Background: an optimization exercise with open tools, aiming at small area. Do not read the settings as production practice. In this exercise RTL edits were held to simulation tests only and were not proved equivalent to the original.

$ cat flow/constraint.sdc
create_clock -name core_clock -period 10.0 [get_ports {clk}]
set_input_delay 2.0000 -clock core_clock [delete_from_list [all_inputs] [get_ports {clk}]]
set_output_delay 2.0000 -clock core_clock [all_outputs]
set_load 0.01 [all_outputs]
$ cat flow/config.mk
export PLATFORM = sky130hd
export DESIGN_NAME = matmul_datapath
export DESIGN_NICKNAME = matmul_datapath
export VERILOG_FILES = /design/flow/design.v
export SDC_FILE = /design/flow/constraint.sdc
export NUM_CORES = 4
export LEC_CHECK = 0
export CAP_MARGIN = 20
export CORE_MARGIN = 2
export CORE_UTILIZATION = 40
export SLEW_MARGIN = 20
$ cat flow/run.sh
#!/bin/bash
# synth_recipe.tcl (not shown) runs the flow's synth.tcl, then flattens the netlist and writes it again
# the make line also repeats each setting of config.mk as NAME=value (left out here)
make -C /OpenROAD-flow-scripts/flow DESIGN_CONFIG=/design/flow/config.mk WORK_HOME=/design/flow/orfs CLKGATE_MAP_FILE= SYNTH_SCRIPT=/design/flow/synth_recipe.tcl finish
$ cat flow/design.v
`timescale 1ns/1ps
`default_nettype none
module dp_bram #(
  parameter int ADDR_W = 2,   
  parameter int DATA_W = 16   
) (
  input  wire logic              clk,
  input  wire logic              wr_en,     
  input  wire logic              wr_we,     
  input  wire logic [ADDR_W-1:0] wr_addr,
  input  wire logic [DATA_W-1:0] wr_wdata,
  output logic      [DATA_W-1:0] wr_rdata,  
  input  wire logic              rd_en,     
  input  wire logic [ADDR_W-1:0] rd_addr,
  output logic      [DATA_W-1:0] rd_data    
);
  localparam int DEPTH = 2 ** ADDR_W;
  logic [DATA_W-1:0] mem [DEPTH];  
  always_ff @(posedge clk)
  begin
    if (wr_en)
    begin
      if (wr_we)
      begin
        mem[wr_addr] <= wr_wdata;  
      end
      else
      begin
        wr_rdata <= mem[wr_addr];  
      end
    end
  end
  always_ff @(posedge clk)
  begin
    if (rd_en)
    begin
      rd_data <= mem[rd_addr];  
    end
  end
endmodule
`default_nettype wire
`timescale 1ns/1ps
`default_nettype none
module mac_pe (
  input  wire logic                 clk,
  input  wire logic                 clr_n,
  input  wire logic                 start,   
  input  wire logic                 valid,   
  input  wire logic                 last,    
  input  wire logic [16-1:0] a,
  input  wire logic [16-1:0] b,
  output logic      [(2 * 16 + 2)-1:0]  sum,     
  output logic                      done     
);
  localparam int DW = 16;
  localparam int AW = (2 * 16 + 2);
  logic [AW-1:0] prod;  
  assign prod = {{(AW-DW){1'b0}}, a} * {{(AW-DW){1'b0}}, b};
  always_ff @(posedge clk or negedge clr_n)
  begin
    if (!clr_n)
    begin
      sum <= '0;
    end
    else if (valid)
    begin
      if (start)
      begin
        sum <= prod;        
      end
      else
      begin
        sum <= sum + prod;  
      end
    end
  end
  always_ff @(posedge clk or negedge clr_n)
  begin
    if (!clr_n)
    begin
      done <= 1'b0;
    end
    else
    begin
      done <= valid & last;  
    end
  end
endmodule
`default_nettype wire
`timescale 1ns/1ps
`default_nettype none
module pe_array (
  input  wire logic                                   clk,
  input  wire logic                                   clr_n,
  input  wire logic                                   start,    
  input  wire logic                                   valid,
  input  wire logic                                   last,
  input  wire logic [3*16-1:0]        a_rd,     
  input  wire logic [3*16-1:0]        b_rd,     
  output logic [3*3*(2 * 16 + 2)-1:0]      sums,     
  output logic [3*3-1:0]                done_mask
);
  localparam int DW = 16;
  localparam int AW = (2 * 16 + 2);
  for (genvar r = 0; r < 3; r++)
  begin : g_row
    for (genvar c = 0; c < 3; c++)
    begin : g_col
      mac_pe u_pe (
        .clk   (clk),
        .clr_n (clr_n),
        .start (start),
        .valid (valid),
        .last  (last),
        .a     (a_rd[(r % 3)*DW +: DW]),             
        .b     (b_rd[(c % 3)*DW +: DW]),             
        .sum   (sums[(r * 3 + c)*AW +: AW]),          
        .done  (done_mask[r * 3 + c])
      );
    end
  end
endmodule
`default_nettype wire
`timescale 1ns/1ps
`default_nettype none
module result_buffer (
  input  wire logic                                 clk,
  input  wire logic                                 clr_n,
  input  wire logic                                 capture,     
  input  wire logic                                 clear,       
  input  wire logic                                 c_wr,        
  input  wire logic [3:0]                           drain_idx,   
  input  wire logic [3*3*(2 * 16 + 2)-1:0] sums,
  output logic      [(2 * 16 + 2)-1:0]                 drain_data,  
  output logic                                      valid        
);
  localparam int AW   = (2 * 16 + 2);
  localparam int N_PE = 3 * 3;
  localparam logic [3:0] LAST_IDX = 4'(N_PE - 1);
  logic [AW-1:0] entry [N_PE];  
  logic last_wr;  
  assign last_wr = valid & c_wr & (drain_idx == LAST_IDX);
  always_ff @(posedge clk or negedge clr_n)
  begin
    if (!clr_n)
    begin
      for (int i = 0; i < N_PE; i++) entry[i] <= '0;
      valid <= 1'b0;
    end
    else if (clear)
    begin
      for (int i = 0; i < N_PE; i++) entry[i] <= '0;  
      valid <= 1'b0;
    end
    else if (capture)
    begin
      for (int i = 0; i < N_PE; i++) entry[i] <= sums[i*AW +: AW];  
      valid <= 1'b1;
    end
    else if (last_wr)
    begin
      valid <= 1'b0;            
    end
  end
  always_comb
  begin
    drain_data = '0;
    for (int i = 0; i < N_PE; i++)
    begin
      if (drain_idx == 4'(i))
      begin
        drain_data = entry[i];
      end
    end
  end
endmodule
`default_nettype wire
`timescale 1ns/1ps
`default_nettype none
module matmul_datapath (
  input  wire logic                                  clk,
  input  wire logic                                  clr_n,
  input  wire logic [2:0]                            a_en,
  input  wire logic [2:0]                            a_we,
  input  wire logic [5:0]                            a_addr,
  input  wire logic [47:0]                           a_din,
  input  wire logic [2:0]                            b_en,
  input  wire logic [2:0]                            b_we,
  input  wire logic [5:0]                            b_addr,
  input  wire logic [47:0]                           b_din,
  input  wire logic                                  pe_start,
  input  wire logic                                  pe_valid,  
  input  wire logic                                  pe_last,
  input  wire logic                                  capture,
  input  wire logic                                  buf_clear,
  input  wire logic                                  c_wr,
  input  wire logic [3:0]                            c_addr,
  input  wire logic [3:0]                            drain_idx,
  input  wire logic                                  rd_en,
  input  wire logic [3:0]                            rd_addr,
  output logic      [33:0]                           dout_c,
  output logic      [8:0]                            pe_done,
  output logic                                       buf_valid
);
  localparam int DW  = 16;
  localparam int AW  = (2 * 16 + 2);
  localparam int NPE = 3 * 3;
  logic [3*DW-1:0] a_rd;        
  logic [3*DW-1:0] b_rd;        
  logic [NPE*AW-1:0]       pe_sums;     
  logic [AW-1:0]           drain_data;  
  for (genvar g = 0; g < 3; g++)
  begin : g_bank
    dp_bram #(.ADDR_W(2), .DATA_W(DW)) u_a_bank (
      .clk      (clk),
      .wr_en    (a_en[g]),
      .wr_we    (a_we[g]),
      .wr_addr  (a_addr[g*2 +: 2]),
      .wr_wdata (a_din[g*DW +: DW]),
      .wr_rdata (a_rd[g*DW +: DW]),
      .rd_en    (1'b0),
      .rd_addr  (2'b00),
      .rd_data  ()
    );
    dp_bram #(.ADDR_W(2), .DATA_W(DW)) u_b_bank (
      .clk      (clk),
      .wr_en    (b_en[g]),
      .wr_we    (b_we[g]),
      .wr_addr  (b_addr[g*2 +: 2]),
      .wr_wdata (b_din[g*DW +: DW]),
      .wr_rdata (b_rd[g*DW +: DW]),
      .rd_en    (1'b0),
      .rd_addr  (2'b00),
      .rd_data  ()
    );
  end
  pe_array u_pe_array (
    .clk       (clk),
    .clr_n     (clr_n),
    .start     (pe_start),
    .valid     (pe_valid),
    .last      (pe_last),
    .a_rd      (a_rd),
    .b_rd      (b_rd),
    .sums      (pe_sums),
    .done_mask (pe_done)
  );
  result_buffer u_result_buffer (
    .clk        (clk),
    .clr_n      (clr_n),
    .capture    (capture),
    .clear      (buf_clear),
    .c_wr       (c_wr),
    .drain_idx  (drain_idx),
    .sums       (pe_sums),
    .drain_data (drain_data),
    .valid      (buf_valid)
  );
  dp_bram #(.ADDR_W(4), .DATA_W(AW)) u_c_mem (
    .clk      (clk),
    .wr_en    (c_wr),
    .wr_we    (c_wr),        
    .wr_addr  (c_addr),
    .wr_wdata (drain_data),  
    .wr_rdata (),
    .rd_en    (rd_en),
    .rd_addr  (rd_addr),
    .rd_data  (dout_c)       
  );
endmodule
`default_nettype wire
==> out/metrics.sh <==
NUM_VIAS=110000
WORST_SETUP_PATH_STARTPOINT='g_bank[2].u_a_bank.wr_rdata[10]'
SYN_AREA_PER_CELL_UM2=10.4
R2R-START='g_bank[2].u_a_bank.wr_rdata[10]'
REG2REG_SLACK_NS=0.56
YS_SEQ_AREA_SHARE_PCT=30.1
CTSRESIZECOUNT=0
WORSTSETUPENDPOINTTYPE='register'
PERIOD_MINUS_SLACK_NS=9.44
STATUS='finished clean'
WIRE_PER_INST_UM=22.8
LEVEL_COUNT_OF_THE_CLOCK_H_TREE=4
FINALSETUPVIOLCOUNT=0
YOSYS.CELL_TYPES.COUNT=99
POSTCTSSETUPBUFFERS=0
TRITONCTS='done'
HOLD_VIOL_FINAL=0
CRIT_END='u_pe_array.g_row[2].g_col[0].u_pe.sum[33]'
TIMING.CRITICAL_PATH.ARRIVAL_NS=10.19
CAP_VIOLATIONS=0
DRIVE_ABOVE_1_SHARE_PCT=6.78
SETUP_SLACK_NS=0.558
CRITICAL_PATH_PEAK_FANOUT=15
DETAILED_PLACE.AREA_UM2=165000
WORST_R2R_ENDPOINT='u_pe_array.g_row[2].g_col[0].u_pe.sum[33]'
HOLD_PATH.CLASS='register to register'
FIN_CRIT_SH_PCT=94.4
FINISH.INSTANCE_AREA_UM2=171000
AREA_DELTA_SYNTH_FINAL_PCT=9.48
FINISH.CELL_COUNT_WITHOUT_FILLERS=20300
SYNTH_TOP_FLOP_CELL='sky130_fd_sc_hd__edfxtp_1'
DIE-WIDTH_UM=630
DETAIL_ROUTE.VIAS_PER_CELL=5.41
PRE_CTS_WS_NS=0.693
PLACE_INST=20000
CORE-AREA_UM2=389000
START_KIND='register'
DESIGN.DIE.AREA_UM2=396000
NUMPORTBUFFERS=184
ROW_COUNT=229
NUMBER_OF_ANTENNA_VIOLATIONS_AT_THE_FIRST_CHECK_IN_GLOBAL_ROUTING=30
SYNTH_MOST_COMMON_CELL='sky130_fd_sc_hd__inv_1'
INITIAL_UTILIZATION_PCT=40.2
IO-PIN-COUNT=185
CLOCK_LATENCY_NS=0.96
GP_CONGESTION=0.904
DRT_DRC_VIOLATIONS_LEFT=0
DIE_HEIGHT_UM=630
GRT_SETUP_UNREPAIRED='false'
TIMING.CRITICAL_PATH.REQUIRED_NS=10.75
DETAIL-ROUTE-ANTENNA-NETS=0
HOLD_SLACK_FINAL_NS=0.519
CLOCK_SINKS=1672
FILLERINSTANCES=36700
SYNTH_TOP_AREA_CELLS='sky130_fd_sc_hd__fa_1, sky130_fd_sc_hd__edfxtp_1, sky130_fd_sc_hd__ha_1'
SEQUENTIAL_CELL_AREA_UM2=47100
SYNTH.FF_LATCH_COUNT=1672
GRT_MAX_DEGREE=171
TIMING.SETUP.TNS_NS=0
TIMING.FMAX_MHz=106
GLOBAL_ROUTE.OVERFLOW_TOTAL=0
POSTLAYOUTCOREUTIL_PCT=44.0
SYNTHESIS.YOSYS.WARNINGS=5
CP_COMMON_CELL='sky130_fd_sc_hd__fa_1'
DRTITER0DRC=8462
NETS=18100
CRIT_PATH_MAX_INCR_DELAY_NS=0.96
FINCLKSKEW_NS=0.106
SYNTHARSTFLOPSHARE_PCT=36.7
FF2FF_PATH_DEPTH=33
CLK_PIN_SLEW_NS=0.06
CRITPATHKIND='register to register'
SLEW_HEADROOM_PCT=19.7
GRT_USAGE_PCT=23.4
HPWL_UM=344000
POST-SYNTH-TOP-AREA-CELL='sky130_fd_sc_hd__fa_1'
CTS_MADE_BUFFERS=187
CRITICAL-PATH-SLOWEST-CELL='sky130_fd_sc_hd__edfxtp_1'
TIMING_MAX_TRANSITION_VIOLATIONS_FINAL=0
CTS-ROOT-BUF='sky130_fd_sc_hd__clkbuf_16'
MULTI_INPUT_AREA_UM2=98400
WIRELENGTH_UM=464000
NETLIST_AREA_UM2=157000
SYNTHDOMINANTCELLAREASHARE_PCT=22.4
SYN-INSTANCE-COUNT=15100
SYNTHTOPCELLSBYCOUNT='sky130_fd_sc_hd__inv_1, sky130_fd_sc_hd__fa_1, sky130_fd_sc_hd__nand2_1, sky130_fd_sc_hd__ha_1, sky130_fd_sc_hd__and2_1'
SYNTH_NETS=18200
GRT_PASS1_VIAS=112000
SYNTH_EDF_COUNT=1058
DETAILEDROUTE.FIRSTPASSITERATIONCOUNT=7
TIGHTEST_SLEW_NS=1.20
GRT_PASS1_WL_UM=706000
CLOCK_TREE.BUFFER_DEPTH=4
CTS_HOLD_BUF=0
[area by class of cell]
cell class	count	area share, %
multi-input combinational	10400	57.4
clock buffer	229	2.90
timing repair buffer	531	2.93
clock inverter	111	0.650
tap	5197	3.79
inverter	2190	4.80
sequential	1672	27.5
antenna	12	0.0175
[sequential cells by signal, indices dropped and copies added, names as in the netlist]
register                          flops
g_bank.u_a_bank.mem                 192
g_bank.u_a_bank.wr_rdata             48
g_bank.u_b_bank.mem                 192
g_bank.u_b_bank.wr_rdata             48
u_c_mem.mem                         544
u_c_mem.rd_data                      34
u_pe_array.g_row.g_col.u_pe.done      1
u_pe_array.g_row.g_col.u_pe.sum     306
u_result_buffer.entry               306
u_result_buffer.valid                 1
[metal layers]
metal / share of wire [%] / GRT usage (%) / wire length, um / vias to the layer above
met1: 42 / 31.2 / 195000 / 56500
met5: 0.010 / 0 / 47 / -
met3: 6.0 / 3.08 / 27700 / 698
li1: - / - / - / 49600
met2: 48 / 38.8 / 222000 / 3053
met4: 4.1 / 8.66 / 19100 / 6
[cells in the final DEF, fill, tap and decap left out, types with 42 or more instances in the layout]
cell	count
sky130_fd_sc_hd__inv_1	2188
sky130_fd_sc_hd__fa_1	1755
sky130_fd_sc_hd__nand2_1	1589
sky130_fd_sc_hd__ha_1	1242
sky130_fd_sc_hd__and2_1	1066
sky130_fd_sc_hd__edfxtp_1	1058
sky130_fd_sc_hd__nor2_1	911
sky130_fd_sc_hd__a21oi_1	738
sky130_fd_sc_hd__dfrtp_1	614
sky130_fd_sc_hd__mux2i_1	360
sky130_fd_sc_hd__xnor2_1	314
sky130_fd_sc_hd__buf_4	300
sky130_fd_sc_hd__o21ai_0	272
sky130_fd_sc_hd__mux4_2	266
sky130_fd_sc_hd__a21o_1	259
sky130_fd_sc_hd__clkbuf_16	190
sky130_fd_sc_hd__clkdlybuf4s50_1	173
sky130_fd_sc_hd__xor2_1	151
sky130_fd_sc_hd__nand3_1	127
sky130_fd_sc_hd__o21a_1	97
sky130_fd_sc_hd__a211oi_1	94
sky130_fd_sc_hd__nor3_1	88
sky130_fd_sc_hd__a222oi_1	82
sky130_fd_sc_hd__nor2b_1	74
sky130_fd_sc_hd__a31oi_1	68
sky130_fd_sc_hd__o21bai_1	64
sky130_fd_sc_hd__and3_1	58
sky130_fd_sc_hd__nand2b_1	57
sky130_fd_sc_hd__o21ai_1	49
sky130_fd_sc_hd__buf_12	44
sky130_fd_sc_hd__nand4_1	42
[cells by family (layout without fill, tap and decap cells)]
family,Yosys count,count (layout),synth area share [%]
muxes,645,645,6.27
and+or+nand+nor,4179,4179,12.6
other,0,12,0
xor gates and xnor gates,465,465,2.60
DFF,1672,1672,30.1
AOI/OAI and AO/OA,2104,2104,8.81
buffers and inverters,3008,3061,7.24
adders and majority gates,2997,2997,32.4
[worst max-delay path, delay by kind of cell (launching register included)]
family	cells	cell delay, ns
AOI/OAI and AO/OA	13	2.36
xor gates and xnor gates	1	0.31
adders and majority gates	8	3.76
buffers and inverters	6	0.90
DFF	1	0.96
muxes	1	0.21
and+or+nand+nor	4	0.78
[worst min-delay path by stage]
stage / start / to / slack, ns / depth (start not counted)
floorplan: u_pe_array.g_row[2].g_col[2].u_pe.sum[15] / u_pe_array.g_row[2].g_col[2].u_pe.sum[15] / 0.48 / 2
global placement: u_pe_array.g_row[2].g_col[0].u_pe.sum[8] / u_pe_array.g_row[2].g_col[0].u_pe.sum[8] / 0.50 / 2
detailed placement: u_result_buffer.entry[8][16] / u_result_buffer.entry[8][16] / 0.51 / 2
CTS: u_result_buffer.entry[8][16] / u_result_buffer.entry[8][16] / 0.52 / 2
global route: u_result_buffer.entry[1][14] / u_result_buffer.entry[1][14] / 0.54 / 2
finish: u_pe_array.g_row[2].g_col[0].u_pe.sum[8] / u_pe_array.g_row[2].g_col[0].u_pe.sum[8] / 0.52 / 2

==> port drivers added, routing unchanged <==
Ports are ideal in the flow. The routed layout listed here was re-timed in OpenROAD. Step 1 sets driving cells, clkbuf_16 on the clock port and buf_2 on the other inputs (assumed; they add their load-dependent delay and slew). Step 2 adds t to the input delays and takes it off the output delays; t is the mean of the earliest and latest rising clock arrival at the registers after step 1. Input paths then give back, and output paths get back, about the clock's delay inside the block. Slacks: no drivers / after step 1 / after step 2; pairs: no drivers / after step 1.
t (ns): 1.010
setup slack, ns: 0.558 / 0.558 / 0.558
latest minus earliest clock arrival (ns): 0.108 / 0.108
worst register clock-pin slew, ns: 0.07 / 0.07
After both steps setup and hold are still met in this run. For this run, drivers alone change the setup slack by 0.000 ns; drivers and shift together by 0.000 ns.
